Source: an optimization exercise on an open RTL-to-GDS flow (aim: small area, a short achievable clock period and few clock cycles per item). Production flows keep margins and buffers that such runs may drop. Only simulation tests tie the RTL to the original design; equivalence was not proved. No activity file was given, so power comes from the tool's default toggle rates.

==> flow/design.v, too long to show whole: its modules and the start of the top module <==
// module pi_speed_controller_with_position_core: 262 lines
// module pisc_mul_sat: 472 lines
// module pisc_mul_cmp: 868 lines
// module pisc_bk32: 310 lines
// module pisc_bk17: 160 lines
// module pisc_sk17: 178 lines
// module pisc_sk14: 142 lines
// module pisc_sk12: 119 lines
module pi_speed_controller_with_position_core #(
    parameter int GEAR_MODULUS   = pisc_pkg::GEAR_MODULUS_DEF,
    parameter int INTEGRAL_LIMIT = pisc_pkg::INTEGRAL_LIMIT_DEF
) (
    input  logic                          i_clk,
    input  logic                          i_rst_n,
    input  logic                          i_s_tvalid,
    output logic                          o_s_tready,
    input  logic [pisc_pkg::IN_W-1:0]     i_s_tdata,
    output logic                          o_m_tvalid,
    input  logic                          i_m_tready,
    output logic [pisc_pkg::OUT_W-1:0]    o_m_tdata,
    input  logic                          psel,
    input  logic                          penable,
    input  logic                          pwrite,
    input  logic [pisc_pkg::APB_AW-1:0]   paddr,
    input  logic [pisc_pkg::APB_DW-1:0]   pwdata,
    output logic [pisc_pkg::APB_DW-1:0]   prdata,
    output logic                          pready
);
  // ...
==> flow/flow/run.sh <==
#!/bin/bash
# The standard layout, with plain buf_1 cells as the port buffers (the
# standard flow's buffer_ports picks a slow delay cell for them).
set -euo pipefail
export BUFFER_PORTS_ARGS="-buffer_cell sky130_fd_sc_hd__buf_1"
bash standard.sh > standard.log 2>&1
==> flow/standard.sh <==
#!/bin/bash
# synth_recipe.tcl (not shown) runs the flow's synth.tcl, then flattens the netlist and writes it again
# the make line also repeats each setting of config.mk as NAME=value (left out here)
make -C /OpenROAD-flow-scripts/flow DESIGN_CONFIG=/design/flow/config.mk WORK_HOME=/design/flow/orfs CLKGATE_MAP_FILE= SYNTH_SCRIPT=/design/flow/synth_recipe.tcl "${@:-finish}"
==> flow/config.mk <==
export PLATFORM = sky130hd
export DESIGN_NAME = pi_speed_controller_with_position_core
export DESIGN_NICKNAME = pi_speed_controller_with_position_core
export VERILOG_FILES = /design/flow/design.v
export SDC_FILE = /design/flow/constraint.sdc
export NUM_CORES = 4
export LEC_CHECK = 0
export CAP_MARGIN = 20
export CORE_MARGIN = 2
export CORE_UTILIZATION = 60
export CTS_BUF_LIST = sky130_fd_sc_hd__clkbuf_16
export CTS_CLUSTER_DIAMETER = 80
export CTS_CLUSTER_SIZE = 20
export SETUP_SLACK_MARGIN = 5.0
export SLEW_MARGIN = 20
==> flow/constraint.sdc <==
create_clock -name core_clock -period 10.0 [get_ports {i_clk}]
set_input_delay 2.0000 -clock core_clock [delete_from_list [all_inputs] [get_ports {i_clk}]]
set_output_delay 2.0000 -clock core_clock [all_outputs]
set_load 0.01 [all_outputs]
==> out/metrics.cfg, run 1 <==
[outcome]
status = no timing/DRC/antenna violations

[placement]
dp_hpwl_mm = 46.77

[cells_and_area]
layout.area.seq_um2 = 9131
mostFrequentLayoutCell = nand2_1
layout-drive-gt1-share = 0.08459
n_antenna_cell = 0
fin_cells = 3579

[power]
switching_share = 0.4136
power.density_nw_per_um2 = 221.6

[grt]
met1_usage = 0.3748
grt_pass1_vias = 20610
grt_pass1_wl_mm = 105.3
grtUsageMet3 = 0.03347

[cts]
post_cts_buffers = 18
ctsHoldBuffers = 0
clk_pin_slew_worst_paths_ns = 0.08

[floorplan]
die_h_um = 217.7

[logic_synthesis]
ys_top_cells_by_area = edfxtp_1 (22%), fa_1 (15%), dfxtp_1 (12%)
synth_area_um2 = 27390
synth_top_area_cell = edfxtp_1
synth-xor-area-share = 0.07482
muxShareOfSynthArea = 0.01069
synth_cells = 2784

[critical_path]
crit_path_max_fanout = 12
cp_slowest_cell = buf_2
slowest_delay_ns = 0.32
rr_worst_depth = 21

Testbench counts, summed over its fixed seeds: cycles 2,080, items 2,048.
==> run 2: changes to the inputs <==
--- a/flow/config.mk
+++ b/flow/config.mk
@@ -13,3 +13,4 @@
 export CTS_CLUSTER_SIZE = 20
 export SETUP_SLACK_MARGIN = 5.0
 export SLEW_MARGIN = 20
+export TNS_END_PERCENT = 20
==> run 2 against run 1 <==
- combinational power down 2%
- global-route usage down 0.12 points
- clock skew up 0.0071 ns
- clock power about the same
- final cell count down 0.59%
- sequential share of layout area up 0.38 points
- non-clock buffer count down 20
- first-iteration DRC count up 2.9%
- critical path type is now reg -> reg
- largest power group unchanged
==> out/metrics.cfg, run 2 <==
[cts]
clockRootBuffer = clkbuf_16
clk_pin_slew_worst_paths_ns = 0.09  ; about the same
clock-sinks = 357
tritoncts = built
cts-buffers-inserted = 27
insertion_delay_ns = 0.59
clockBufferDepth = 3
htree_levels = 1
ctsHoldBuffers = 0  ; unchanged

[power]
power.internal_uw = 3928
p_comb_frac = 0.508
switching_share = 0.4123  ; -0.001296
ir_worst_vdd_mv = 0.2256
power.density_nw_per_um2 = 222.6  ; +0.44%
seqPwrFrac = 0.325
p_total_uw = 6684
power.clock.fraction = 0.167
p_switching_uw = 2755
p_leak_uw = 0.01264

[worst_hold_path]
hold_class = reg -> reg
min_path_cells = 0
min_from = r_d2[9]$_DFFE_PN_
hold-path-endpoint = r_d3[9]$_DFFE_PN_

[placement]
dp_hpwl_mm = 46.49  ; -0.61%
io_buffer_count = 200
gp_congestion = 0.8787
dp_slack_ns = 4.364
dp_cells = 3459

[logic_synthesis]
synth_edf_count = 198
synth_cells = 2784  ; unchanged
synth_area_per_cell_um2 = 9.840
synth_top_area_cell = edfxtp_1
synth_seq_area_share = 0.3332
ys_top_cells_by_area = edfxtp_1 (22%), fa_1 (15%), dfxtp_1 (12%)
synthDistinctLibCells = 87
ys_ff_latch = 357
yosysWarnings = 1
synth_ff_type = edfxtp_1
async_flop_share = 0
synth_most_common_cell = nand2_1
synth_top_area_share = 0.2170
synth_top_cells_by_count = nand2_1 (296), inv_1 (230), fa_1 (203), ha_1 (203), edfxtp_1 (198)
synth_area_um2 = 27390  ; unchanged

[critical_path]
startpoint_type = register
crit_path_max_fanout = 19  ; +7
r2r_start = r_err2[16]$_DFFE_PN_
cp.required_ns = 10.35
timing.rr.end = r_btwo3[1]$_DFFE_PN_
cp-end-kind = register
worstPathArrival_ns = 5.25
r2r_setup_slack_ns = 5.10
rr_worst_depth = 20  ; -4.8%
critPathKind = reg -> reg

[floorplan]
core_um2 = 45190
start_util = 0.6062
die-width_um = 217.7
dieArea_um2 = 47380
die_h_um = 217.7  ; unchanged
ios = 246
row_count = 78

[cells_and_area]
fin_cells = 3558  ; -0.59%
nNetsFinal = 3418
reg_top3 = r_segment x32, r_travel x32, r_w x24
n_antenna_cell = 0  ; unchanged
mostFrequentLayoutCell = nand2_1
final_cell_mix = nand2_1 (295), inv_1 (232), fa_1 (203), ha_1 (203)
area_growth_pct = 9.628
layout-drive-gt1-share = 0.06051  ; -0.02408
final_util = 0.6646
fill_cells = 3695

[sta]
slew_headroom = 0.2912
slew_viol_final = 0
finalWorstSetupSlack_ns = 5.102
period_share = 0.4898
hold_viol_final = 0
grt_setup_unrepaired = yes
post-route-min-period_ns = 4.898
skew_ns = 0.02763
finalSetupViolations = 0
finalSetupTns_ns = 0
worst_pin_slew_ns = 1.063
max_freq_mhz = 204.2

[grt]
grt_pass1_wl_mm = 105.0  ; -0.29%
antenna_found_initial = 1
grt_usage = 0.2730
grt-ovfl-total = 0
grt_pass1_vias = 20110  ; -2.4%
grt_max_degree = 99

[route]
wl_per_cell_um = 18.24
num_vias = 20600
drcViolationCount = 0
ant_nets = 0
drt_iter0_drc = 1440
drtPass1Iterations = 7
drt_wl_total_mm = 64.89
viasPerCell = 5.790

[outcome]
status = no timing/DRC/antenna violations

[run]
maxCapViolCount = 0

==> run 2: changes by cell type in the layout (fill, tap and decap cells not counted), moves of 4 or more <==
cell / delta
nor2_2: -4
nor2_1: +10
buf_4: -28
a211oi_1: +23
buf_12: +8
nor2_4: -6
a211oi_2: -23
==> run 2: worst max path at each step <==
stage          cells after the start                      end  slack, ns                 start
2_1_floorplan                      6  r_gear[11]$_SDFFE_PN0P_       3.77            i_m_tready
3_3_place_gp                      16      r_cmp[15]$_DFFE_PN_       4.41  r_duty3[1]$_DFFE_PN_
3_5_place_dp                      16      r_cmp[15]$_DFFE_PN_       4.36  r_duty3[1]$_DFFE_PN_
4_1_cts                           16     r_bone3[3]$_DFFE_PN_       4.67  r_err2[16]$_DFFE_PN_
5_1_grt                           20     r_btwo3[1]$_DFFE_PN_       4.89  r_err2[16]$_DFFE_PN_
6_report                          20     r_btwo3[1]$_DFFE_PN_       5.10  r_err2[16]$_DFFE_PN_
==> run 2: cell type report <==
cell class | count | area (µm²) | share of cell area
clock buffer | 27 | 675.6 | 0.02250
sequential | 357 | 9131 | 0.3041
timing repair buffer | 274 | 1456 | 0.04850
inverter | 230 | 877.1 | 0.02921
clock inverter | 23 | 217.7 | 0.007249
timing repair inverter | 1 | 5.005 | 0.0001667
multi-input combinational | 2046 | 16920 | 0.5633
tap | 600 | 750.7 | 0.02500
==> run 2: cells by family after synthesis <==
logic type,Yosys count,share of synthesized area
adders and majority gates,406,0.2411
muxes,29,0.01069
AOI/OAI and AO/OA,537,0.1349
and+or+nand+nor,817,0.1464
buffers and inverters,402,0.05860
xor gates and xnor gates,234,0.07482
other,2,0.0002741
DFF,357,0.3332
==> run 2: timing repair <==
action | CTS | global route
buffers inserted | 23 | 23
endpoints found under the hold margin | 0 | 0
endpoints found under the setup margin | 75 | 60
pin swaps | 1 | 5
cloned | 1 | 1
gates resized for setup | 6 | 32
==> run 2: per-layer routing <==
metal  GRT usage  up-vias  wire length [µm]
met3     0.02706       99              3228
met2      0.4552      589             31170
met5           0        -                13
met1      0.3809    10110             28660
met4     0.07580        2              1819
li1            -     9797                 -
==> run 2: worst max-delay path: stages, from the launching register on <==
cell	delay, ns
edfxtp_1	0.44
buf_12	0.21
xor2_2	0.19
fa_1	0.46
ha_1	0.36
or4_1	0.50
o21ai_2	0.10
a21o_1	0.12
inv_1	0.06
fa_1	0.45
xnor2_2	0.17
and2_1	0.18
nand2_1	0.07
a21oi_1	0.04
nand3b_1	0.18
o211ai_1	0.29
buf_4	0.20
o32ai_4	0.12
buf_4	0.16
and2_4	0.15
a22o_1	0.19
==> run 2: per-stage QoR <==
step	area (µm²)	hold WS, ns
global placement	28480	0.4004
detailed placement	28480	0.4045
global route	30030	0.4239
CTS	29590	0.4146
finish	30030	0.4152
floorplan	27540	0.4003
==> run 2: power by group through the flow <==
| stage | sequential (µW) | combinational [µW] | clock [µW] |
|---|---|---|---|
| 2_1_floorplan | 2110 | 2520 | 0 |
| 3_3_place_gp | 2280 | 3000 | 0 |
| 3_5_place_dp | 2280 | 3110 | 0 |
| 4_1_cts | 2220 | 3240 | 1140 |
| 5_1_grt | 2200 | 3840 | 1190 |
| 6_report | 2170 | 3400 | 1110 |
==> run 3: changes to the inputs <==
--- a/flow/config.mk
+++ b/flow/config.mk
@@ -7,10 +7,11 @@
 export LEC_CHECK = 0
 export CAP_MARGIN = 20
 export CORE_MARGIN = 2
-export CORE_UTILIZATION = 60
+export CORE_UTILIZATION = 65
 export CTS_BUF_LIST = sky130_fd_sc_hd__clkbuf_16
 export CTS_CLUSTER_DIAMETER = 80
 export CTS_CLUSTER_SIZE = 20
+export PLACE_DENSITY = 0.7
 export SETUP_SLACK_MARGIN = 5.0
 export SLEW_MARGIN = 20
 export TNS_END_PERCENT = 20
==> run 3 against run 2 <==
- utilization up 4.9 points
- critical path type unchanged
- non-clock buffer count down 10
- sequential share of layout area up 0.24 points
- sequential power about the same
- final cell count down 2.0%
- synthesized area unchanged
- via count down 0.35%
- largest cell class unchanged
- critical path depth down 1
- register-to-register slack worse by 0.05 ns
- combinational power down 1%
==> out/metrics.cfg, run 3 <==
[outcome]
status = no timing/DRC/antenna violations

[critical_path]
rr_worst_depth = 19  ; -5.0%
timing.rr.end = r_btwo3[2]$_DFFE_PN_
cp_slowest_cell = or4_1
cp.required_ns = 10.43  ; +0.08 ns
crit_path_max_fanout = 19  ; unchanged
slowest_delay_ns = 0.49  ; about the same
r2r_setup_slack_ns = 5.05  ; -0.05 ns
startpoint_type = register
r2r_start = r_err2[16]$_DFFE_PN_
critPathKind = reg -> reg
crit_path_cell_trace = buf_12, xor2_2, fa_1, ha_1, or4_1, o21ai_0, a21o_1, inv_1, fa_1, xnor2_2, and2_1, nand2_1, a21oi_1, nand3b_1, o211ai_1, buf_4, o32ai_4, a211o_1, a21oi_1
worstPathArrival_ns = 5.38  ; +0.13 ns
cp-end-kind = register

[sta]
worst_pin_slew_ns = 1.086  ; +0.02296 ns
post-route-min-period_ns = 4.946  ; +0.04834 ns
finalSetupTns_ns = 0  ; unchanged
finalSetupViolations = 0  ; unchanged
period_share = 0.4946  ; +0.004834
slew_headroom = 0.2759  ; -0.01531
grt_setup_unrepaired = yes
skew_ns = 0.02818  ; +0.0005573 ns
slew_viol_final = 0  ; unchanged
hold_viol_final = 0  ; unchanged
max_freq_mhz = 202.2  ; -0.98%

[logic_synthesis]
synth_top_area_share = 0.2170  ; unchanged
synth_cells = 2784  ; unchanged
synth_most_common_cell = nand2_1
ys_top_cells_by_area = edfxtp_1 (22%), fa_1 (15%), dfxtp_1 (12%)
synth_seq_area_share = 0.3332  ; unchanged
synth_top_cells_by_count = nand2_1 (296), inv_1 (230), fa_1 (203), ha_1 (203), edfxtp_1 (198)
async_flop_share = 0  ; unchanged
synthDistinctLibCells = 87  ; unchanged
synth_edf_count = 198  ; unchanged
yosysWarnings = 1  ; unchanged
synth_ff_type = edfxtp_1
synth_area_um2 = 27390  ; unchanged
synth_area_per_cell_um2 = 9.840  ; unchanged
ys_ff_latch = 357  ; unchanged
synth_top_area_cell = edfxtp_1

[cells_and_area]
final_cell_mix = nand2_1 (295), inv_1 (234), fa_1 (203), ha_1 (203)
reg_top3 = r_segment x32, r_travel x32, r_w x24
layout-drive-gt1-share = 0.05461  ; -0.005901
n_antenna_cell = 0  ; unchanged
final_util = 0.7133  ; +0.04873
nNetsFinal = 3408  ; -0.29%
area_growth_pct = 8.742
mostFrequentLayoutCell = nand2_1
final_area_um2 = 29790  ; -0.81%

[floorplan]
start_util = 0.6560  ; +0.04975
row_count = 75  ; -3.8%
die_h_um = 209.3  ; -3.9%
ios = 246  ; unchanged
core_um2 = 41760  ; -7.6%
die-width_um = 209.3  ; -3.9%
dieArea_um2 = 43800  ; -7.6%

[grt]
grt-ovfl-total = 0  ; unchanged
gr-usage-met2 = 0.4846  ; +0.02940
grtUsageMet3 = 0.03202  ; +0.004964
grt_pass1_vias = 20160  ; +0.24%
grt_usage = 0.2867  ; +0.01370
met1_usage = 0.3932  ; +0.01230
grt_pass1_wl_mm = 102.6  ; -2.3%
grt_max_degree = 99  ; unchanged
grt-busiest-layer = met2
antenna_found_initial = 0  ; -1

[run]
maxCapViolCount = 0  ; unchanged

[cts]
htree_levels = 1  ; unchanged
clockBufferDepth = 3  ; unchanged
cts-buffers-inserted = 27  ; unchanged
tritoncts = built
insertion_delay_ns = 0.58  ; about the same
clock-sinks = 357  ; unchanged
ctsHoldBuffers = 0  ; unchanged
clk_pin_slew_worst_paths_ns = 0.09  ; about the same
clockRootBuffer = clkbuf_16

[power]
power.density_nw_per_um2 = 223.7  ; +0.50%
seqPwrFrac = 0.326  ; about the same
power.clock.fraction = 0.170  ; +0.003
p_comb_frac = 0.504  ; -0.004
power.internal_uw = 3924  ; about the same
p_leak_uw = 0.01258  ; -0.51%
p_total_uw = 6663  ; -0.31%
switching_share = 0.4110  ; -0.001256
p_switching_uw = 2738  ; -0.62%
ir_worst_vdd_mv = 0.1847  ; -18%

[placement]
gp_congestion = 0.9160  ; +4.2%
place_area_um2 = 28410  ; -0.23%
io_buffer_count = 200  ; unchanged
dp_hpwl_mm = 45.54  ; -2.0%

[route]
drt_wl_total_mm = 63.36  ; -2.4%
drtPass1Iterations = 5  ; -2
wl_per_cell_um = 18.17  ; -0.37%
drcViolationCount = 0  ; unchanged
viasPerCell = 5.887  ; +1.7%
num_vias = 20530  ; -0.35%
ant_nets = 0  ; unchanged
drt_iter0_drc = 1478  ; +2.6%

[worst_hold_path]
hold-path-endpoint = r_d2[11]$_DFFE_PN_
min_path_cells = 0  ; unchanged
min_from = r_d1[11]$_DFFE_PN_
hold_class = reg -> reg

==> run 3: cell counts after synthesis <==
Identical to the previous run, type by type.
==> run 3: cell families (layout without fill, tap and decap cells) <==
kind of cell    after synthesis  after routing  synth area share
simple gates                817            817            0.1464
compound gates              537            537            0.1349
flops                       357            357            0.3332
xor+xnor                    234            234           0.07482
other cells                   2             23         0.0002741
buf+inv                     402            545           0.05860
mux                          29             29           0.01069
fa+ha+maj                   406            406            0.2411
==> run 3: worst max-delay path, delay by kind of cell (launching register included) <==
| family | cells | cell delay [ns] |
|---|---|---|
| xor+xnor | 2 | 0.39 |
| simple gates | 4 | 0.90 |
| compound gates | 7 | 1.29 |
| fa+ha+maj | 3 | 1.28 |
| flops | 1 | 0.44 |
| buf+inv | 3 | 0.48 |
==> run 3: metrics by stage <==
| stage | setup WS, ns | hold slack, ns | instances |
|---|---|---|---|
| after floorplan | 3.769 | 0.4003 | 2805 |
| after global placement | 4.423 | 0.4003 | 3400 |
| after detailed placement | 4.373 | 0.4045 | 3400 |
| after CTS | 4.672 | 0.4027 | 3455 |
| after global routing | 4.911 | 0.4095 | 3487 |
| final | 5.054 | 0.4024 | 3487 |
==> run 3: worst max path at each step <==
stage,start,end,slack (ns),cells after the start
3_5_place_dp,paddr[2],prdata[0],4.37,5
3_3_place_gp,paddr[2],prdata[0],4.42,5
4_1_cts,r_duty3[0]$_DFFE_PN_,r_cmp[15]$_DFFE_PN_,4.67,16
6_report,r_err2[16]$_DFFE_PN_,r_btwo3[2]$_DFFE_PN_,5.05,19
5_1_grt,r_err2[16]$_DFFE_PN_,r_btwo3[2]$_DFFE_PN_,4.91,21
2_1_floorplan,i_m_tready,r_gear[11]$_SDFFE_PN0P_,3.77,6
==> run 3: power by group through the flow <==
| stage | Clock (µW) | Sequential, µW | Combinational [µW] |
|---|---|---|---|
| after global routing | 1210 | 2210 | 3800 |
| after floorplan | 0 | 2110 | 2520 |
| after detailed placement | 0 | 2260 | 3120 |
| after global placement | 0 | 2250 | 3010 |
| final | 1130 | 2180 | 3360 |
| after CTS | 1160 | 2240 | 3150 |
==> run 3: repair_timing <==
item | in CTS | in global routing
endpoints found under the setup margin | 72 | 53
gates resized for setup | 11 | 21
buffers inserted | 4 | 30
gates cloned | 1 | 1
pin swaps | 1 | 4
endpoints found under the hold margin | 0 | 0
==> run 3: area by class of cell <==
| class | count | area, µm² |
|---|---|---|
| repair buffers | 264 | 1325 |
| inverters | 230 | 877.1 |
| well taps | 539 | 674.4 |
| repair inverters | 1 | 5.005 |
| flip-flops and latches | 357 | 9129 |
| fillers | 3175 | 11970 |
| clock buffers | 28 | 700.7 |
| clock inverters | 22 | 214.0 |
| multi-input cells | 2046 | 16860 |
==> run 3: layer usage <==
metal | vias up | routed length [µm]
met5 | - | 0
met4 | 0 | 1691
met3 | 103 | 3629
met2 | 628 | 30280
met1 | 10020 | 27760
li1 | 9775 | -
==> run 4: changes to the inputs <==
==> flow/config.mk (replaced) <==
export PLATFORM = sky130hd
export DESIGN_NAME = pi_speed_controller_with_position_core
export DESIGN_NICKNAME = pi_speed_controller_with_position_core
export VERILOG_FILES = /design/flow/design.v
export SDC_FILE = /design/flow/constraint.sdc
export NUM_CORES = 4
export LEC_CHECK = 0
export CAP_MARGIN = 10
export CORE_MARGIN = 2
export CORE_UTILIZATION = 60
export CTS_BUF_LIST = sky130_fd_sc_hd__clkbuf_16
export CTS_CLUSTER_DIAMETER = 80
export CTS_CLUSTER_SIZE = 20
export SETUP_SLACK_MARGIN = 5.0
export SLEW_MARGIN = 10
export TNS_END_PERCENT = 5
==> run 4 against run 3 <==
- non-clock buffer count fell by 1
- final cell count is 1.7% higher
- critical path type is now in -> out
- synthesized cell count did not move
- count of clock-buffer cells in the layout did not move
==> out/metrics.cfg, run 4 <==
[outcome]
status = no timing/DRC/antenna violations

[critical_path]
startpoint_type = primary input
cp-end-kind = output pin
crit_path_max_fanout = 12  ; -7
critPathKind = in -> out
cp.required_ns = 8.00  ; -2.43 ns
worstPathArrival_ns = 2.93  ; -2.45 ns

[floorplan]
die_h_um = 217.7  ; +4.0%
dieArea_um2 = 47380  ; +8.2%
ios = 246  ; unchanged
die-width_um = 217.7  ; +4.0%
start_util = 0.6062  ; -0.04975
core_um2 = 45190  ; +8.2%
row_count = 78  ; +4.0%

[cells_and_area]
layout.area.seq_um2 = 9129  ; unchanged
area_growth_pct = 9.085
fill_cells = 3690  ; +16%
mostFrequentLayoutCell = nand2_1
final_cell_mix = nand2_1 (295), inv_1 (232), fa_1 (203)
layout-drive-gt1-share = 0.05531  ; +0.0006972
nNetsFinal = 3407  ; -0.029%
final_util = 0.6613  ; -0.05203
n_antenna_cell = 0  ; unchanged
multi_input_comb_area_um2 = 16910  ; +0.25%
reg_top3 = r_segment x32, r_travel x32, r_w x24

[logic_synthesis]
synth_ff_type = edfxtp_1
synth_top_area_share = 0.2170  ; unchanged
synth_area_per_cell_um2 = 9.840  ; unchanged
synth_cells = 2784  ; unchanged
ys_ff_latch = 357  ; unchanged
synth_top_cells_by_count = nand2_1 (296), inv_1 (230), fa_1 (203), ha_1 (203), edfxtp_1 (198)
synth_most_common_cell = nand2_1
synth_seq_area_share = 0.3332  ; unchanged
synth_top_area_cell = edfxtp_1
synth_edf_count = 198  ; unchanged
yosysWarnings = 1  ; unchanged
ys_top_cells_by_area = edfxtp_1 (22%), fa_1 (15%), dfxtp_1 (12%)
synth_area_um2 = 27390  ; unchanged
async_flop_share = 0  ; unchanged
synthDistinctLibCells = 87  ; unchanged

[sta]
grt_setup_unrepaired = yes
slew_viol_final = 0  ; unchanged
finalSetupTns_ns = 0  ; unchanged
slew_headroom = 0.2908  ; +0.01487
worst_pin_slew_ns = 1.053  ; -0.03342 ns
fin_hold_ws_ns = 0.4092  ; +0.006763 ns
hold_viol_final = 0  ; unchanged
max_freq_mhz = 202.7  ; +0.25%
skew_ns = 0.02060  ; -0.007585 ns
post-route-min-period_ns = 4.934  ; -0.01218 ns
period_share = 0.4934  ; -0.001218
finalSetupViolations = 0  ; unchanged

[placement]
io_buffer_count = 200  ; unchanged
gp_congestion = 0.9023  ; -1.5%
dp_hpwl_mm = 46.27  ; +1.6%

[grt]
grt-ovfl-total = 0  ; unchanged
grt_pass1_vias = 19940  ; -1.1%
grt_usage = 0.2732  ; -0.01348
grt_max_degree = 99  ; unchanged
grt_pass1_wl_mm = 104.4  ; +1.8%
antenna_found_initial = 1  ; +1

[power]
seqPwrFrac = 0.333  ; +0.007
p_switching_uw = 2742  ; +0.14%
switching_share = 0.4137  ; +0.002699
power.clock.fraction = 0.168  ; -0.002
power.density_nw_per_um2 = 221.8  ; -0.83%
power.internal_uw = 3886  ; -0.97%
ir_worst_vdd_mv = 0.2608  ; +41%
p_leak_uw = 0.01257  ; about the same
p_comb_frac = 0.499  ; -0.005

[route]
viasPerCell = 5.746  ; -2.4%
drt_wl_total_mm = 64.52  ; +1.8%
drcViolationCount = 0  ; unchanged
num_vias = 20380  ; -0.71%
wl_per_cell_um = 18.19  ; +0.11%
drtPass1Iterations = 5  ; unchanged
ant_nets = 0  ; unchanged
drt_iter0_drc = 1245  ; -16%

[cts]
htree_levels = 1  ; unchanged
clk_pin_slew_worst_paths_ns = 0.07  ; -0.02 ns
clockRootBuffer = clkbuf_16
clockBufferDepth = 3  ; unchanged
insertion_delay_ns = 0.58  ; about the same
clock-sinks = 357  ; unchanged
cts-buffers-inserted = 27  ; unchanged
ctsHoldBuffers = 0  ; unchanged
tritoncts = built

[worst_hold_path]
hold_class = reg -> reg

[run]
maxCapViolCount = 0  ; unchanged

run 4: cell counts after synthesis:
Identical to the previous run, type by type.
run 4: kinds of logic after synthesis:
group           count (synthesis)  synth area share
other cells                     2         0.0002741
compound gates                537            0.1349
buf+inv                       402           0.05860
flops                         357            0.3332
simple gates                  817            0.1464
mux                            29           0.01069
xor+xnor                      234           0.07482
fa+ha+maj                     406            0.2411
run 4: per-layer routing:
layer / wire length (µm) / global-route usage / up-vias
met5: 11 / 0 / -
met4: 1607 / 0.06895 / 2
met3: 3673 / 0.03278 / 86
met2: 31040 / 0.4579 / 542
met1: 28190 / 0.3783 / 9967
li1: - / - / 9785
run 4: final cells by class:
| type | count | area share |
|---|---|---|
| Multi-Input combinational cell | 2046 | 0.5658 |
| Sequential cell | 357 | 0.3055 |
| Timing Repair Buffer | 263 | 0.04409 |
| Inverter | 230 | 0.02935 |
| Tap cell | 600 | 0.02512 |
| Clock buffer | 28 | 0.02345 |
| Clock inverter | 22 | 0.006574 |
| Timing Repair inverter | 1 | 0.0001675 |
run 4: what timing repair did:
item                                    in CTS  in global routing
resized for setup                           13                 25
endpoints found under the setup margin      75                 69
cloned                                       1                  1
pin swaps                                    1                  5
setup buffers                               10                 28
run 4: critical path, stage by stage:
cell,delay [ns]
buf_2,0.33
mux2i_1,0.17
o21ai_0,0.24
buf_1,0.18
run 4: path summary, 6_finish.rpt:
check / startpoint / endpoint / slack [ns] / cells past startpoint
min reg2reg: r_err2[11]$_DFFE_PN_ / r_err3[11]$_DFFE_PN_ / 0.41 / 0
min: r_err2[11]$_DFFE_PN_ / r_err3[11]$_DFFE_PN_ / 0.41 / 0
max reg2reg: r_err2[16]$_DFFE_PN_ / r_btwo3[1]$_DFFE_PN_ / 5.13 / 19
max: paddr[2] / prdata[2] / 5.07 / 4
run 4: stage by stage:
| step | area, µm² | setup slack, ns | total power, µW | instances |
|---|---|---|---|---|
| 6_report | 29880 | 5.066 | 6629 | 3547 |
| 2_1_floorplan | 27500 | 3.769 | 4625 | 2805 |
| 3_3_place_gp | 28450 | 4.415 | 5279 | 3457 |
| 4_1_cts | 29470 | 4.760 | 6556 | 3518 |
| 5_1_grt | 29880 | 4.876 | 7188 | 3547 |
| 3_5_place_dp | 28450 | 4.383 | 5395 | 3457 |
run 4: power by group through the flow:
stage | clock network (µW) | registers [µW] | logic [µW]
after global placement | 0 | 2280 | 3000
after floorplan | 0 | 2110 | 2520
after CTS | 1140 | 2240 | 3180
after detailed placement | 0 | 2290 | 3100
final | 1110 | 2210 | 3310
after global routing | 1190 | 2250 | 3750
==> run 5: changes to the inputs <==
--- a/flow/config.mk
+++ b/flow/config.mk
@@ -9,8 +9,7 @@
 export CORE_MARGIN = 2
 export CORE_UTILIZATION = 60
 export CTS_BUF_LIST = sky130_fd_sc_hd__clkbuf_16
-export CTS_CLUSTER_DIAMETER = 80
-export CTS_CLUSTER_SIZE = 20
+export CTS_CLUSTER_DIAMETER = 100
+export CTS_CLUSTER_SIZE = 26
 export SETUP_SLACK_MARGIN = 5.0
 export SLEW_MARGIN = 10
-export TNS_END_PERCENT = 5
==> run 5 against run 4 <==
- global-route usage rose by 0.20 points
- utilization rose by 0.69 points
- critical path depth rose by 17
- still clean
- hold slack barely moved
- die area did not move
- final area rose by 1.0%
==> out/metrics.cfg, run 5 <==
[power]
p_leak_uw = 0.01267  ; +0.82%
ir_worst_vdd_mv = 0.1927  ; -26%
power.density_nw_per_um2 = 218.3  ; -1.6%
p_total_uw = 6593  ; -0.54%

[grt]
gr-usage-met2 = 0.4616  ; +0.003715
met1_usage = 0.3801  ; +0.001822
grt_pass1_vias = 20570  ; +3.1%
grt-busiest-layer = met2
grtUsageMet3 = 0.03208  ; -0.0006974
grt-ovfl-total = 0  ; unchanged
grt_pass1_wl_mm = 105.8  ; +1.3%
antenna_found_initial = 0  ; -1
grt_usage = 0.2752  ; +0.001976
grt_max_degree = 85  ; -14%

[cts]
clockBufferDepth = 3  ; unchanged
htree_levels = 1  ; unchanged
ctsHoldBuffers = 0  ; unchanged
insertion_delay_ns = 0.58  ; about the same
tritoncts = built
clk_pin_slew_worst_paths_ns = 0.10  ; +0.03 ns
clock-sinks = 357  ; unchanged
clockRootBuffer = clkbuf_16
cts-buffers-inserted = 20  ; -26%

[placement]
dp_hpwl_mm = 46.77  ; +1.1%
dp_slack_ns = 4.348  ; -0.03494 ns
gp_congestion = 0.8910  ; -1.3%
place_area_um2 = 28680  ; +0.84%
io_buffer_count = 200  ; unchanged

[logic_synthesis]
synthDistinctLibCells = 87  ; unchanged
ys_top_cells_by_area = edfxtp_1 (22%), fa_1 (15%), dfxtp_1 (12%)
synth_top_area_share = 0.2170  ; unchanged
synth_edf_count = 198  ; unchanged
async_flop_share = 0  ; unchanged
synth_cells = 2784  ; unchanged
synth_area_um2 = 27390  ; unchanged
ys_ff_latch = 357  ; unchanged
synth_top_area_cell = edfxtp_1
synth_top_cells_by_count = nand2_1 (296), inv_1 (230), fa_1 (203), ha_1 (203), edfxtp_1 (198)
yosysWarnings = 1  ; unchanged
synth_most_common_cell = nand2_1
synth_seq_area_share = 0.3332  ; unchanged
synth_ff_type = edfxtp_1
synth_area_per_cell_um2 = 9.840  ; unchanged

[sta]
fin_hold_ws_ns = 0.4090  ; -0.0001510 ns
grt_setup_unrepaired = yes
hold_viol_final = 0  ; unchanged
worst_pin_slew_ns = 1.073  ; +0.02032 ns
finalSetupViolations = 0  ; unchanged
post-route-min-period_ns = 4.981  ; +0.04740 ns
finalSetupTns_ns = 0  ; unchanged
slew_viol_final = 0  ; unchanged
finalWorstSetupSlack_ns = 5.019  ; -0.04740 ns
period_share = 0.4981  ; +0.004740
skew_ns = 0.03808  ; +0.01748 ns
max_freq_mhz = 200.7  ; -0.95%
slew_headroom = 0.2847  ; -0.006132

[cells_and_area]
n_antenna_cell = 0  ; unchanged
final_cell_mix = nand2_1 (294), inv_1 (232), ha_1 (201)
fill_cells = 3607  ; -2.2%
final_area_um2 = 30200  ; +1.0%
layout-drive-gt1-share = 0.08022  ; +0.02491
mostFrequentLayoutCell = nand2_1
nNetsFinal = 3434  ; +0.79%
area_growth_pct = 10.23
reg_top3 = r_segment x32, r_travel x32, r_w x24
layout.area.seq_um2 = 9130  ; about the same
multi_input_comb_area_um2 = 17220  ; +1.9%

[outcome]
status = no timing/DRC/antenna violations

[critical_path]
cp_slowest_cell = edfxtp_1
crit_path_max_fanout = 5  ; -7
cp-end-kind = register
crit_path_cell_trace = buf_12, xor2_4, fa_1, ha_1, nor2b_4, o21a_1, o21ai_2, a21o_1, inv_2, fa_2, inv_2, and2_4, nand2_2, a21oi_1, nand3b_1, o211ai_1, buf_4, o32ai_4, buf_4, and2_4, a22o_1
crit_start = r_err2[16]$_DFFE_PN_
r2r_start = r_err2[16]$_DFFE_PN_
rr_worst_depth = 21  ; +2
cp.depth = 21  ; +17
cp.buffers_inverters = 5  ; +3
cp.required_ns = 10.31  ; +2.31 ns
worstPathArrival_ns = 5.29  ; +2.36 ns
slowest_delay_ns = 0.57  ; +0.24 ns
r2r_setup_slack_ns = 5.02  ; -0.11 ns
endpoint = r_btwo3[1]$_DFFE_PN_
crit_family = adder cells
critPathKind = reg -> reg
startpoint_type = register
timing.rr.end = r_btwo3[1]$_DFFE_PN_

[floorplan]
start_util = 0.6062  ; unchanged
core_um2 = 45190  ; unchanged
die-width_um = 217.7  ; unchanged
die_h_um = 217.7  ; unchanged
ios = 246  ; unchanged
row_count = 78  ; unchanged
dieArea_um2 = 47380  ; unchanged

[route]
drt_iter0_drc = 1356  ; +8.9%
viasPerCell = 5.834  ; +1.5%
ant_nets = 0  ; unchanged
drt_wl_total_mm = 66.10  ; +2.4%
drtPass1Iterations = 5  ; unchanged
drcViolationCount = 0  ; unchanged
wl_per_cell_um = 18.53  ; +1.9%
num_vias = 20810  ; +2.1%

[worst_hold_path]
hold_class = reg -> reg

[run]
maxCapViolCount = 0  ; unchanged

## run 5: cell types whose count changed in the layout (fill, tap and decap cells not counted), moves of 5 or more
cell	previous run	this run
nor2_4	0	6
a211oi_1	42	16
nor2_1	127	117
a211oi_2	1	27
buf_4	54	90
clkbuf_16	29	23
xor2_1	103	98
## run 5: area by class of cell
type                    instances  area share
clock inverters                16    0.005180
repair buffers                296     0.05130
clock buffers                  20     0.01657
multi-input cells            2047      0.5704
repair inverters                1   0.0001657
well taps                     600     0.02486
flip-flops and latches        357      0.3024
inverters                     230     0.02917
## run 5: kinds of logic (layout without fill, tap and decap cells)
kind of cell,count (synthesis),in the layout,synth area share
buf+inv,402,563,0.05860
compound gates,537,538,0.1349
fa+ha+maj,406,406,0.2411
other cells,2,23,0.0002741
mux,29,29,0.01069
simple gates,817,817,0.1464
xor+xnor,234,234,0.07482
flops,357,357,0.3332
## run 5: worst min-delay path by stage
stage / startpoint / slack (ns) / cells after the start / end
2_1_floorplan: r_d1[0]$_DFFE_PN_ / 0.40 / 0 / r_d2[0]$_DFFE_PN_
3_3_place_gp: r_err3[12]$_DFFE_PN_ / 0.40 / 0 / r_err[12]$_DFFE_PN_
3_5_place_dp: r_d1[14]$_DFFE_PN_ / 0.40 / 0 / r_d2[14]$_DFFE_PN_
4_1_cts: r_d1[14]$_DFFE_PN_ / 0.41 / 0 / r_d2[14]$_DFFE_PN_
5_1_grt: r_d1[15]$_DFFE_PN_ / 0.41 / 0 / r_d2[15]$_DFFE_PN_
6_report: r_d1[14]$_DFFE_PN_ / 0.41 / 0 / r_d2[14]$_DFFE_PN_
## run 5: layer usage
layer	vias to the layer above	share of wire	routed length, µm
met3	93	0.052	3446
li1	9833	-	-
met2	580	0.49	32290
met1	10300	0.44	28840
met5	-	0	0
met4	0	0.023	1522
## run 5: repair_timing
action                     4_1_cts  5_1_grt
gates resized for setup         20       42
setup endpoints to repair       70       33
gates cloned                     1        4
buffers inserted                18       45
pin swaps                        3       19
## run 5: power breakdown
group | leakage, µW | internal [µW] | switching, µW | total [µW]
combinational | 0.00895 | 1520 | 1960 | 3480
sequential | 0.00338 | 1910 | 271 | 2180
clock | 0.000347 | 394 | 537 | 931
total | 0.0127 | 3830 | 2760 | 6590
## run 5: metrics by stage
stage,cells,utilization
3_5_place_dp,3463,0.6348
3_3_place_gp,3463,0.6348
5_1_grt,3567,0.6682
6_report,3567,0.6682
2_1_floorplan,2805,-
4_1_cts,3518,0.6545
## run 5: worst reg2reg max path, stage by stage (launching register included)
cell	delay, ns
edfxtp_1	0.57
buf_12	0.23
xor2_4	0.20
fa_1	0.49
ha_1	0.33
nor2b_4	0.14
o21a_1	0.20
o21ai_2	0.22
a21o_1	0.19
inv_2	0.05
fa_2	0.53
inv_2	0.05
and2_4	0.15
nand2_2	0.06
a21oi_1	0.03
nand3b_1	0.17
o211ai_1	0.29
buf_4	0.21
o32ai_4	0.12
buf_4	0.17
and2_4	0.15
a22o_1	0.18
==> run 6: changes to the inputs <==
--- a/flow/config.mk
+++ b/flow/config.mk
@@ -9,7 +9,8 @@
 export CORE_MARGIN = 2
 export CORE_UTILIZATION = 60
 export CTS_BUF_LIST = sky130_fd_sc_hd__clkbuf_16
-export CTS_CLUSTER_DIAMETER = 100
-export CTS_CLUSTER_SIZE = 26
+export CTS_CLUSTER_DIAMETER = 90
+export CTS_CLUSTER_SIZE = 24
 export SETUP_SLACK_MARGIN = 5.0
 export SLEW_MARGIN = 10
+export TNS_END_PERCENT = 5
==> run 6 against run 5 <==
- still clean
- first-iteration DRC count decreased by 11%
- routed wire length down 2.3%
- final cell count is 0.87% lower
- combinational power shrank 5%
- maximum frequency rose by 0.72%
- non-clock buffer count fell by 35
- sequential power barely moved
- synthesized cell count unchanged
- die area unchanged
==> out/metrics.cfg, run 6 <==
[placement]
io_buffer_count = 200  ; unchanged
gp_congestion = 0.9023  ; +1.3%
place_area_um2 = 28450  ; -0.83%
dp_hpwl_mm = 46.27  ; -1.1%

[critical_path]
critPathKind = reg -> reg
r2r_setup_slack_ns = 5.05  ; +0.04 ns
worstPathArrival_ns = 5.27  ; -0.02 ns
crit_path_max_fanout = 19  ; +14
cp.required_ns = 10.33  ; +0.02 ns
startpoint_type = register
cp-end-kind = register

[logic_synthesis]
synth_seq_area_share = 0.3332  ; unchanged
synth_top_area_share = 0.2170  ; unchanged
synth_edf_count = 198  ; unchanged
synth_most_common_cell = nand2_1
synth_top_cells_by_count = nand2_1 (296), inv_1 (230), fa_1 (203), ha_1 (203), edfxtp_1 (198)
synth_cells = 2784  ; unchanged
async_flop_share = 0  ; unchanged
ys_top_cells_by_area = edfxtp_1 (22%), fa_1 (15%), dfxtp_1 (12%)
synth_area_um2 = 27390  ; unchanged
synthDistinctLibCells = 87  ; unchanged
synth_ff_type = edfxtp_1
yosysWarnings = 1  ; unchanged
ys_ff_latch = 357  ; unchanged
synth_area_per_cell_um2 = 9.840  ; unchanged
synth_top_area_cell = edfxtp_1

[route]
drt_wl_total_mm = 64.59  ; -2.3%
drt_iter0_drc = 1211  ; -11%
wl_per_cell_um = 18.27  ; -1.4%
drtPass1Iterations = 5  ; unchanged
drcViolationCount = 0  ; unchanged
ant_nets = 0  ; unchanged
num_vias = 20420  ; -1.9%
viasPerCell = 5.773  ; -1.0%

[power]
power.internal_uw = 3810  ; -0.48%
p_comb_frac = 0.509  ; -0.019
p_switching_uw = 2715  ; -1.8%
power.clock.fraction = 0.153  ; +0.012
switching_share = 0.4161  ; -0.003233
ir_worst_vdd_mv = 0.2069  ; +7.4%
p_total_uw = 6524  ; -1.0%
power.density_nw_per_um2 = 219.3  ; +0.43%
seqPwrFrac = 0.339  ; +0.008
p_leak_uw = 0.01249  ; -1.5%

[cts]
clk_pin_slew_worst_paths_ns = 0.10  ; about the same
tritoncts = built
cts-buffers-inserted = 22  ; +10%
insertion_delay_ns = 0.57  ; about the same
htree_levels = 1  ; unchanged
clockRootBuffer = clkbuf_16
clockBufferDepth = 3  ; unchanged
clock-sinks = 357  ; unchanged
ctsHoldBuffers = 0  ; unchanged

[run]
maxCapViolCount = 0  ; unchanged

[grt]
grt_max_degree = 99  ; +16%
grt-ovfl-total = 0  ; unchanged
grt_usage = 0.2722  ; -0.002968
grt_pass1_wl_mm = 104.4  ; -1.4%
grt_pass1_vias = 20040  ; -2.6%
antenna_found_initial = 1  ; +1

[sta]
skew_ns = 0.01917  ; -0.01891 ns
worst_pin_slew_ns = 1.117  ; +0.04417 ns
post-route-min-period_ns = 4.946  ; -0.03560 ns
fin_hold_ws_ns = 0.4178  ; +0.008759 ns
finalSetupViolations = 0  ; unchanged
grt_setup_unrepaired = yes
finalSetupTns_ns = 0  ; unchanged
slew_headroom = 0.2473  ; -0.03732
hold_viol_final = 0  ; unchanged
period_share = 0.4946  ; -0.003560
max_freq_mhz = 202.2  ; +0.72%
slew_viol_final = 0  ; unchanged

[worst_hold_path]
hold_class = reg -> reg

[cells_and_area]
layout.area.seq_um2 = 9129  ; about the same
area_growth_pct = 8.619
n_antenna_cell = 0  ; unchanged
fill_cells = 3674  ; +1.9%
mostFrequentLayoutCell = nand2_1
final_cell_mix = nand2_1 (295), inv_1 (231), fa_1 (203)
final_area_um2 = 29750  ; -1.5%
nNetsFinal = 3401  ; -0.96%
final_util = 0.6585  ; -0.009747
layout-drive-gt1-share = 0.05245  ; -0.02776
multi_input_comb_area_um2 = 16930  ; -1.7%
reg_top3 = r_segment x32, r_travel x32, r_w x24

[outcome]
status = no timing/DRC/antenna violations

[floorplan]
die_h_um = 217.7  ; unchanged
die-width_um = 217.7  ; unchanged
core_um2 = 45190  ; unchanged
dieArea_um2 = 47380  ; unchanged
start_util = 0.6062  ; unchanged
row_count = 78  ; unchanged
ios = 246  ; unchanged

[run 6: cell types whose count changed in the layout (fill, tap and decap cells not counted), sizes merged]
| cell | change |
|---|---|
| buf | -34 |
| bufinv | +1 |
| clkbuf | +1 |
| clkinv | +3 |
| clkinvlp | -2 |
[run 6: through the flow]
step	setup slack [ns]	cells
after CTS	4.750	3509
after floorplan	3.769	2805
after global routing	4.866	3536
final	5.054	3536
after global placement	4.415	3457
after detailed placement	4.383	3457
[run 6: power groups by stage]
stage | clock network, µW | logic, µW | registers (µW)
6_report | 998 | 3320 | 2210
5_1_grt | 1080 | 3760 | 2250
4_1_cts | 1030 | 3180 | 2240
3_5_place_dp | 0 | 3100 | 2290
3_3_place_gp | 0 | 3000 | 2280
2_1_floorplan | 0 | 2520 | 2110
[run 6: cell families (layout without fill, tap and decap cells)]
kind of cell	count (synthesis)	count (layout)	share of synthesized area
xor+xnor	234	234	0.07482
fa+ha+maj	406	406	0.2411
flops	357	357	0.3332
mux	29	29	0.01069
compound gates	537	538	0.1349
buf+inv	402	532	0.05860
other cells	2	23	0.0002741
simple gates	817	817	0.1464
[run 6: cell type report]
class	instances	share of cell area
clock buffers	22	0.01850
clock inverters	18	0.006350
inverters	230	0.02948
multi-input cells	2047	0.5691
flip-flops and latches	357	0.3068
well taps	600	0.02523
repair buffers	261	0.04441
repair inverters	1	0.0001682
[run 6: metal layers]
metal  routed length, µm  vias to the layer above  track usage
li1                    -                     9764            -
met1               28240                    10030       0.3745
met2               31310                      539       0.4570
met3                3456                       80      0.03487
met4                1567                        2      0.06918
met5                  15                        -            0
[run 6: worst max-delay path: stages, from the launching register on]
cell      delay, ns
edfxtp_1       0.45
buf_12         0.21
xor2_2         0.20
fa_1           0.58
ha_4           0.23
or4_1          0.49
o21ai_2        0.09
a21o_1         0.12
inv_1          0.06
fa_1           0.47
xnor2_2        0.21
and2_1         0.20
nand2_1        0.08
a21oi_1        0.12
nand3b_1       0.14
o211ai_1       0.18
buf_4          0.21
o32ai_4        0.33
nor2_1         0.09
a22o_1         0.23
[run 6: path summary, 6_finish.rpt]
| path | from | endpoint | cells past startpoint |
|---|---|---|---|
| setup / recovery | r_err2[16]$_DFFE_PN_ | r_btwo3[1]$_DFFE_PN_ | 19 |
| hold / removal | r_d2[3]$_DFFE_PN_ | r_d3[3]$_DFFE_PN_ | 0 |
| setup reg to reg | r_err2[16]$_DFFE_PN_ | r_btwo3[1]$_DFFE_PN_ | 19 |
| hold reg to reg | r_d2[3]$_DFFE_PN_ | r_d3[3]$_DFFE_PN_ | 0 |
[run 6: timing repair]
item                                    4_1_cts  5_1_grt
gates cloned                                  1        2
pin swaps                                     1        6
gates resized for setup                      13       28
buffers inserted                             11       25
hold endpoints to repair                      0        0
endpoints found under the setup margin       74       68
==> run 7: changes to the inputs <==
==> flow/config.mk (replaced) <==
export PLATFORM = sky130hd
export DESIGN_NAME = pi_speed_controller_with_position_core
export DESIGN_NICKNAME = pi_speed_controller_with_position_core
export VERILOG_FILES = /design/flow/design.v
export SDC_FILE = /design/flow/constraint.sdc
export NUM_CORES = 4
export LEC_CHECK = 0
export CAP_MARGIN = 5
export CORE_MARGIN = 2
export CORE_UTILIZATION = 60
export CTS_BUF_LIST = sky130_fd_sc_hd__clkbuf_16
export CTS_CLUSTER_DIAMETER = 80
export CTS_CLUSTER_SIZE = 20
export SETUP_SLACK_MARGIN = 5.0
export SLEW_MARGIN = 5
export TNS_END_PERCENT = 0
==> run 7 against run 6 <==
- still clean
- count of clock-buffer cells in the layout rose by 5
- sequential power barely moved
- largest cell class unchanged
- critical path depth fell by 15
- routed wire length rose by 1.1%
- final cell count rose by 0.85%
- non-clock buffer count rose by 20
- global-route usage fell by 0.16 points
- highest routed layer unchanged
- combinational power rose by 2%
==> out/metrics.cfg, run 7 <==
[sta]
slew_viol_final = 0  ; unchanged
post-route-min-period_ns = 4.975  ; +0.02889 ns
skew_ns = 0.02820  ; +0.009038 ns
max_freq_mhz = 201.0  ; -0.58%
period_share = 0.4975  ; +0.002889
slew_headroom = 0.2737  ; +0.02633
grt_setup_unrepaired = yes
finalSetupViolations = 0  ; unchanged
worst_pin_slew_ns = 1.090  ; -0.02769 ns
hold_viol_final = 0  ; unchanged
finalSetupTns_ns = 0  ; unchanged
fin_hold_ws_ns = 0.4090  ; -0.008795 ns

[grt]
grt_usage = 0.2706  ; -0.001625
grt-ovfl-total = 0  ; unchanged
grt_pass1_vias = 20250  ; +1.0%
grt_max_degree = 99  ; unchanged
grt_pass1_wl_mm = 103.7  ; -0.63%
antenna_found_initial = 1  ; unchanged

[critical_path]
crit_family = buffers and inverters
r2r_setup_slack_ns = 5.12  ; +0.07 ns
crit_path_cell_trace = clkbuf_2, mux2i_1, o21ai_0, buf_1
crit_path_max_fanout = 12  ; -7
startpoint_type = primary input
slowest_delay_ns = 0.37  ; -0.21 ns
cp_slowest_cell = mux2i_1
critPathKind = in -> out
cp.buffers_inverters = 2  ; -1
cp.required_ns = 8.00  ; -2.33 ns
worstPathArrival_ns = 2.97  ; -2.30 ns
cp-end-kind = output pin

[placement]
io_buffer_count = 200  ; unchanged
dp_hpwl_mm = 46.71  ; +0.96%
gp_congestion = 0.9013  ; -0.11%

[logic_synthesis]
ys_top_cells_by_area = edfxtp_1 (22%), fa_1 (15%), dfxtp_1 (12%)
synth_area_per_cell_um2 = 9.840  ; unchanged
ys_ff_latch = 357  ; unchanged
async_flop_share = 0  ; unchanged
synth_edf_count = 198  ; unchanged
synthDistinctLibCells = 87  ; unchanged
synth_area_um2 = 27390  ; unchanged
synth_top_area_share = 0.2170  ; unchanged
synth_ff_type = edfxtp_1
yosysWarnings = 1  ; unchanged
synth_cells = 2784  ; unchanged
synth_seq_area_share = 0.3332  ; unchanged
synth_most_common_cell = nand2_1
synth_top_cells_by_count = nand2_1 (296), inv_1 (230), fa_1 (203), ha_1 (203), edfxtp_1 (198)
synth_top_area_cell = edfxtp_1

[outcome]
status = no timing/DRC/antenna violations

[floorplan]
die_h_um = 217.7  ; unchanged
ios = 246  ; unchanged
row_count = 78  ; unchanged
start_util = 0.6062  ; unchanged
die-width_um = 217.7  ; unchanged
dieArea_um2 = 47380  ; unchanged
core_um2 = 45190  ; unchanged

[cells_and_area]
area_growth_pct = 9.578
mostFrequentLayoutCell = nand2_1
nNetsFinal = 3426  ; +0.74%
n_antenna_cell = 0  ; unchanged
multi_input_comb_area_um2 = 16900  ; -0.20%
layout-drive-gt1-share = 0.06102  ; +0.008573
final_cell_mix = nand2_1 (295), inv_1 (233), fa_1 (203)
fill_cells = 3663  ; -0.30%
reg_top3 = r_segment x32, r_travel x32, r_w x24
layout.area.seq_um2 = 9133  ; about the same

[cts]
clockRootBuffer = clkbuf_16
ctsHoldBuffers = 0  ; unchanged
clk_pin_slew_worst_paths_ns = 0.08  ; -0.02 ns
htree_levels = 1  ; unchanged
tritoncts = built
clock-sinks = 357  ; unchanged
insertion_delay_ns = 0.59  ; +0.02 ns
clockBufferDepth = 3  ; unchanged
cts-buffers-inserted = 27  ; +23%

[route]
drcViolationCount = 0  ; unchanged
wl_per_cell_um = 18.32  ; +0.29%
ant_nets = 0  ; unchanged
num_vias = 20630  ; +1.0%
drt_wl_total_mm = 65.32  ; +1.1%
drtPass1Iterations = 5  ; unchanged
drt_iter0_drc = 1413  ; +17%
viasPerCell = 5.784  ; +0.19%

[power]
power.density_nw_per_um2 = 223.9  ; +2.1%
p_leak_uw = 0.01266  ; +1.4%
ir_worst_vdd_mv = 0.2444  ; +18%

[worst_hold_path]
hold_class = reg -> reg

[run]
maxCapViolCount = 0  ; unchanged

[run 7: cell counts after synthesis]
Identical to the previous run, type by type.
[run 7: path summary, 6_finish.rpt]
path | from | endpoint | cells past startpoint
max reg2reg | r_err2[16]$_DFFE_PN_ | r_btwo3[1]$_DFFE_PN_ | 20
max | paddr[2] | prdata[7] | 4
min reg2reg | r_err2[5]$_DFFE_PN_ | r_err3[5]$_DFFE_PN_ | 0
min | r_err2[5]$_DFFE_PN_ | r_err3[5]$_DFFE_PN_ | 0
[run 7: cells by family (layout without fill, tap and decap cells)]
| kind of cell | after synthesis | after routing | share of synthesized area |
|---|---|---|---|
| adder cells (fa/ha/maj) | 406 | 406 | 0.2411 |
| other | 2 | 23 | 0.0002741 |
| multiplexers | 29 | 29 | 0.01069 |
| AND/OR/NAND/NOR | 817 | 817 | 0.1464 |
| XOR/XNOR | 234 | 234 | 0.07482 |
| flip-flops | 357 | 357 | 0.3332 |
| AO/OA/AOI/OAI | 537 | 538 | 0.1349 |
| buffers and inverters | 402 | 562 | 0.05860 |
[run 7: metal layers]
| metal | share of wire | GRT usage |
|---|---|---|
| met1 | 0.43 | 0.3652 |
| met2 | 0.48 | 0.4531 |
| met5 | 0.00020 | 0 |
| met3 | 0.056 | 0.04003 |
| met4 | 0.031 | 0.08014 |
[run 7: layout make-up]
| cell class | instances | share of cell area |
|---|---|---|
| Multi-Input combinational cell | 2047 | 0.5630 |
| Clock inverter | 23 | 0.007961 |
| Inverter | 230 | 0.02922 |
| Sequential cell | 357 | 0.3042 |
| Clock buffer | 27 | 0.02251 |
| Timing Repair inverter | 1 | 0.0001667 |
| Tap cell | 600 | 0.02501 |
| Timing Repair Buffer | 281 | 0.04793 |
[run 7: repair_timing]
| action | CTS | global route |
|---|---|---|
| endpoints found under the setup margin | 74 | 85 |
| cloned | 1 | 2 |
| pin swaps | 1 | 5 |
| setup buffers | 5 | 50 |
| gates resized for setup | 4 | 32 |
[run 7: where the power goes]
group          internal (µW)  total (µW)  switching, µW
Sequential              1910        2180            267
Combinational           1470        3390           1930
Clock                    569        1150            579
[run 7: stage by stage]
stage                     cells  utilization  area [µm²]  setup slack [ns]  total power [µW]
after CTS                  3514       0.6512       29420             4.671              6587
after global placement     3458       0.6297       28450             4.395              5277
after global routing       3566       0.6643       30020             4.899              7286
final                      3566       0.6643       30020             5.025              6722
after floorplan            2805            -       27490             3.769              4625
after detailed placement   3458       0.6297       28450             4.395              5407
[run 7: worst reg2reg max path: cells and delay by family, from the launching register on]
family | cells | cell delay [ns]
AND/OR/NAND/NOR | 5 | 1.07
flip-flops | 1 | 0.43
buffers and inverters | 4 | 0.64
XOR/XNOR | 2 | 0.43
AO/OA/AOI/OAI | 6 | 0.90
adder cells (fa/ha/maj) | 3 | 1.15
==> run 8: changes to the inputs <==
==> flow/flow/run.sh (replaced) <==
#!/bin/bash
# The standard layout, with plain buf_1 cells as the port buffers (the
# standard flow's buffer_ports picks a slow delay cell for them) and timing
# repair aiming 5.6 ns past the clock constraint.
set -euo pipefail
export BUFFER_PORTS_ARGS="-buffer_cell sky130_fd_sc_hd__buf_1"
export SETUP_SLACK_MARGIN=5.6
bash standard.sh > standard.log 2>&1
--- a/flow/config.mk
+++ b/flow/config.mk
@@ -5,12 +5,10 @@
 export SDC_FILE = /design/flow/constraint.sdc
 export NUM_CORES = 4
 export LEC_CHECK = 0
-export CAP_MARGIN = 5
+export CAP_MARGIN = 20
 export CORE_MARGIN = 2
 export CORE_UTILIZATION = 60
 export CTS_BUF_LIST = sky130_fd_sc_hd__clkbuf_16
 export CTS_CLUSTER_DIAMETER = 80
 export CTS_CLUSTER_SIZE = 20
-export SETUP_SLACK_MARGIN = 5.0
-export SLEW_MARGIN = 5
-export TNS_END_PERCENT = 0
+export SLEW_MARGIN = 20
==> run 8 against run 7 <==
- largest power group unchanged
- synthesized cell count is the same
- critical path type is now reg -> reg
- maximum frequency grew 0.54%
- routed wire length rose by 12%
- global-route usage increased by 2.7 points
==> out/metrics.cfg, run 8 <==
[logic_synthesis]
synth_area_um2 = 27390  ; unchanged
yosysWarnings = 1  ; unchanged
synthDistinctLibCells = 87  ; unchanged
ys_top_cells_by_area = edfxtp_1 (22%), fa_1 (15%), dfxtp_1 (12%)
synth_top_area_share = 0.2170  ; unchanged
synth_most_common_cell = nand2_1
synth_edf_count = 198  ; unchanged
async_flop_share = 0  ; unchanged
synth_top_cells_by_count = nand2_1 (296), inv_1 (230), fa_1 (203), ha_1 (203), edfxtp_1 (198)
synth_cells = 2784  ; unchanged
synth_ff_type = edfxtp_1
synth_top_area_cell = edfxtp_1
ys_ff_latch = 357  ; unchanged
synth_seq_area_share = 0.3332  ; unchanged
synth_area_per_cell_um2 = 9.840  ; unchanged

[floorplan]
row_count = 78  ; unchanged
ios = 246  ; unchanged
die_h_um = 217.7  ; unchanged
start_util = 0.6062  ; unchanged
dieArea_um2 = 47380  ; unchanged
die-width_um = 217.7  ; unchanged
core_um2 = 45190  ; unchanged

[critical_path]
r2r_start = r_err2[16]$_DFFE_PN_
cp.required_ns = 10.47  ; +2.47 ns
timing.rr.end = r_btwo3[2]$_DFFE_PN_
rr_worst_depth = 21  ; +5.0%
crit_path_max_fanout = 6  ; -6
worstPathArrival_ns = 5.42  ; +2.45 ns
r2r_setup_slack_ns = 5.05  ; -0.07 ns
cp-end-kind = register
startpoint_type = register
critPathKind = reg -> reg

[cts]
clock-sinks = 357  ; unchanged
htree_levels = 1  ; unchanged
cts-buffers-inserted = 29  ; +7.4%
clockBufferDepth = 3  ; unchanged
clk_pin_slew_worst_paths_ns = 0.08  ; about the same
tritoncts = built
clockRootBuffer = clkbuf_16
insertion_delay_ns = 0.62  ; +0.03 ns
ctsHoldBuffers = 0  ; unchanged

[power]
power.density_nw_per_um2 = 228.7  ; +2.1%
p_leak_uw = 0.01368  ; +8.1%
ir_worst_vdd_mv = 0.2023  ; -17%

[route]
ant_nets = 0  ; unchanged
wl_per_cell_um = 19.76  ; +7.9%
drt_wl_total_mm = 73.07  ; +12%
drtPass1Iterations = 6  ; +1
drcViolationCount = 0  ; unchanged
drt_iter0_drc = 1416  ; +0.21%
num_vias = 21800  ; +5.7%
viasPerCell = 5.895  ; +1.9%

[cells_and_area]
final_area_um2 = 32590  ; +8.6%
layout-drive-gt1-share = 0.1764  ; +0.1154
final_util = 0.7213  ; +0.05699
final_cell_mix = nand2_1 (282), inv_1 (216), edfxtp_1 (198)
mostFrequentLayoutCell = nand2_1
fill_cells = 3335  ; -9.0%
reg_top3 = r_segment x32, r_travel x32, r_w x24
area_growth_pct = 18.98
nNetsFinal = 3554  ; +3.7%

[sta]
skew_ns = 0.01769  ; -0.01052 ns
post-route-min-period_ns = 4.948  ; -0.02682 ns
hold_viol_final = 0  ; unchanged
slew_viol_final = 0  ; unchanged
slew_headroom = 0.2464  ; -0.02726
worst_pin_slew_ns = 1.130  ; +0.04090 ns
finalSetupTns_ns = 0  ; unchanged
finalSetupViolations = 0  ; unchanged
period_share = 0.4948  ; -0.002682
grt_setup_unrepaired = yes
max_freq_mhz = 202.1  ; +0.54%

[worst_hold_path]
min_from = r_err2[7]$_DFFE_PN_
hold-path-endpoint = r_err3[7]$_DFFE_PN_
min_path_cells = 0  ; unchanged
hold_class = reg -> reg

[placement]
dp_hpwl_mm = 48.17  ; +3.1%
gp_congestion = 0.8758  ; -2.8%
place_area_um2 = 28860  ; +1.4%
io_buffer_count = 200  ; unchanged

[run]
maxCapViolCount = 0  ; unchanged

[outcome]
status = no timing/DRC/antenna violations

[grt]
grt_pass1_wl_mm = 112.3  ; +8.3%
antenna_found_initial = 3  ; +2
grt_pass1_vias = 21350  ; +5.5%
grt-ovfl-total = 0  ; unchanged
grt_usage = 0.2977  ; +0.02713
grt_max_degree = 79  ; -20%

run 8: cell types whose count changed in the layout (fill, tap and decap cells not counted), sizes merged:
| cell | before | now |
|---|---|---|
| a311o | 3 | 2 |
| bufinv | 2 | 1 |
| diode | 0 | 3 |
| inv | 244 | 241 |
| clkinvlp | 4 | 7 |
| clkbuf | 31 | 32 |
| buf | 277 | 404 |
| clkinv | 4 | 6 |
| bufbuf | 0 | 1 |
run 8: worst max-delay path, stage by stage (launching register included):
cell and delay, ns:
edfxtp_1 0.45, buf_12 0.18, buf_12 0.14, xor2_4 0.19, fa_1 0.53, ha_4 0.20
or4_4 0.52, o21ai_2 0.09, a21o_1 0.14, inv_2 0.05, fa_2 0.53, inv_2 0.04
and2_4 0.15, nand2_2 0.08, a21oi_2 0.05, nand3b_1 0.20, o211ai_1 0.39, buf_4 0.22
o32ai_4 0.10, buf_4 0.17, a211o_1 0.25, a21oi_2 0.13
run 8: what timing repair did:
action                                  CTS  global route
endpoints found under the hold margin     0             0
endpoints found under the setup margin  178            92
gates cloned                              7             3
setup buffers                           118            56
pin swaps                                43            82
resized for setup                       142           149
run 8: how the worst max path moves through the flow:
stage,slack (ns),cells past startpoint,endpoint,start
floorplan,3.77,6,r_gear[11]$_SDFFE_PN0P_,i_m_tready
global placement,4.23,4,prdata[8],paddr[3]
detailed placement,4.21,5,prdata[0],paddr[3]
CTS,5.13,8,prdata[5],paddr[2]
global route,4.96,20,r_btwo3[2]$_DFFE_PN_,r_err2[16]$_DFFE_PN_
finish,5.05,21,r_btwo3[2]$_DFFE_PN_,r_err2[16]$_DFFE_PN_
run 8: kinds of logic after synthesis:
kind of cell	Yosys count	synth area share
simple gates	817	0.1464
other cells	2	0.0002741
xor+xnor	234	0.07482
mux	29	0.01069
fa+ha+maj	406	0.2411
flops	357	0.3332
compound gates	537	0.1349
buf+inv	402	0.05860
run 8: area by class of cell:
type	instances	area, µm²	area share
antenna	3	7.507	0.0002303
clock buffer	29	725.7	0.02227
clock inverter	24	259.0	0.007947
inverter	230	889.6	0.02729
multi-input combinational	2046	17980	0.5517
sequential	357	9163	0.2811
tap	600	750.7	0.02303
timing repair buffer	408	2810	0.08622
timing repair inverter	1	7.507	0.0002303
run 8: metal layers:
layer / track usage / share of wire
met1: 0.3975 / 0.42
met2: 0.4833 / 0.48
met3: 0.04979 / 0.070
met4: 0.1226 / 0.037
met5: 0 / 0
run 8: report_power, final:
group / internal, µW / total, µW / switching, µW
Sequential: 1910 / 2170 / 257
Clock: 591 / 1220 / 630
Combinational: 1860 / 4060 / 2200
Total: 4370 / 7450 / 3090
run 8: stage by stage:
step / worst slack, ns / cells / hold WS [ns] / total power (µW)
global route: 4.957 / 3697 / 0.4171 / 7980
CTS: 5.128 / 3635 / 0.4205 / 7094
global placement: 4.232 / 3457 / 0.4002 / 5322
detailed placement: 4.213 / 3457 / 0.4045 / 5431
floorplan: 3.769 / 2805 / 0.4003 / 4715
finish: 5.052 / 3698 / 0.4173 / 7453

static timing again, ports no longer ideal:
In the flow no input, the clock included, has a driving cell. The finished layouts below were timed again as built, in two steps.
Step 1 assumes that a clkbuf_16 drives the clock port and a buf_2 every other input.
Step 2 moves the port delays by t, midway between the first and last clock arrival at a register: inputs arrive t later, outputs are due t later. That takes back most of the time a late clock gives input paths.
Slacks: ideal ports / drivers / drivers and shift; pairs: ideal ports / drivers.
run | t, ns | setup WS [ns] | hold slack, ns | clock arrival spread, ns
run 1 | 0.621 | 5.086 / 5.061 / 4.782 | 0.407 / 0.407 / 0.407 | 0.035 / 0.035
run 2 | 0.633 | 5.102 / 5.077 / 4.671 | 0.415 / 0.415 / 0.415 | 0.029 / 0.029
run 3 | 0.627 | 5.054 / 5.045 / 4.729 | 0.402 / 0.402 / 0.402 | 0.033 / 0.033
run 4 | 0.635 | 5.066 / 5.041 / 4.761 | 0.409 / 0.409 / 0.409 | 0.021 / 0.021
run 5 | 0.617 | 5.019 / 5.019 / 4.782 | 0.409 / 0.409 / 0.409 | 0.039 / 0.039
run 6 | 0.617 | 5.054 / 5.042 / 4.765 | 0.418 / 0.418 / 0.418 | 0.022 / 0.021
run 7 | 0.635 | 5.025 / 4.991 / 4.674 | 0.409 / 0.409 / 0.409 | 0.029 / 0.029
run 8 | 0.669 | 5.052 / 5.052 / 5.052 | 0.417 / 0.417 / 0.417 | 0.027 / 0.027
After both steps setup and hold are still met in every run listed. For run 2, which loses most, drivers alone change the setup slack by -0.025 ns; drivers and shift together by -0.431 ns.
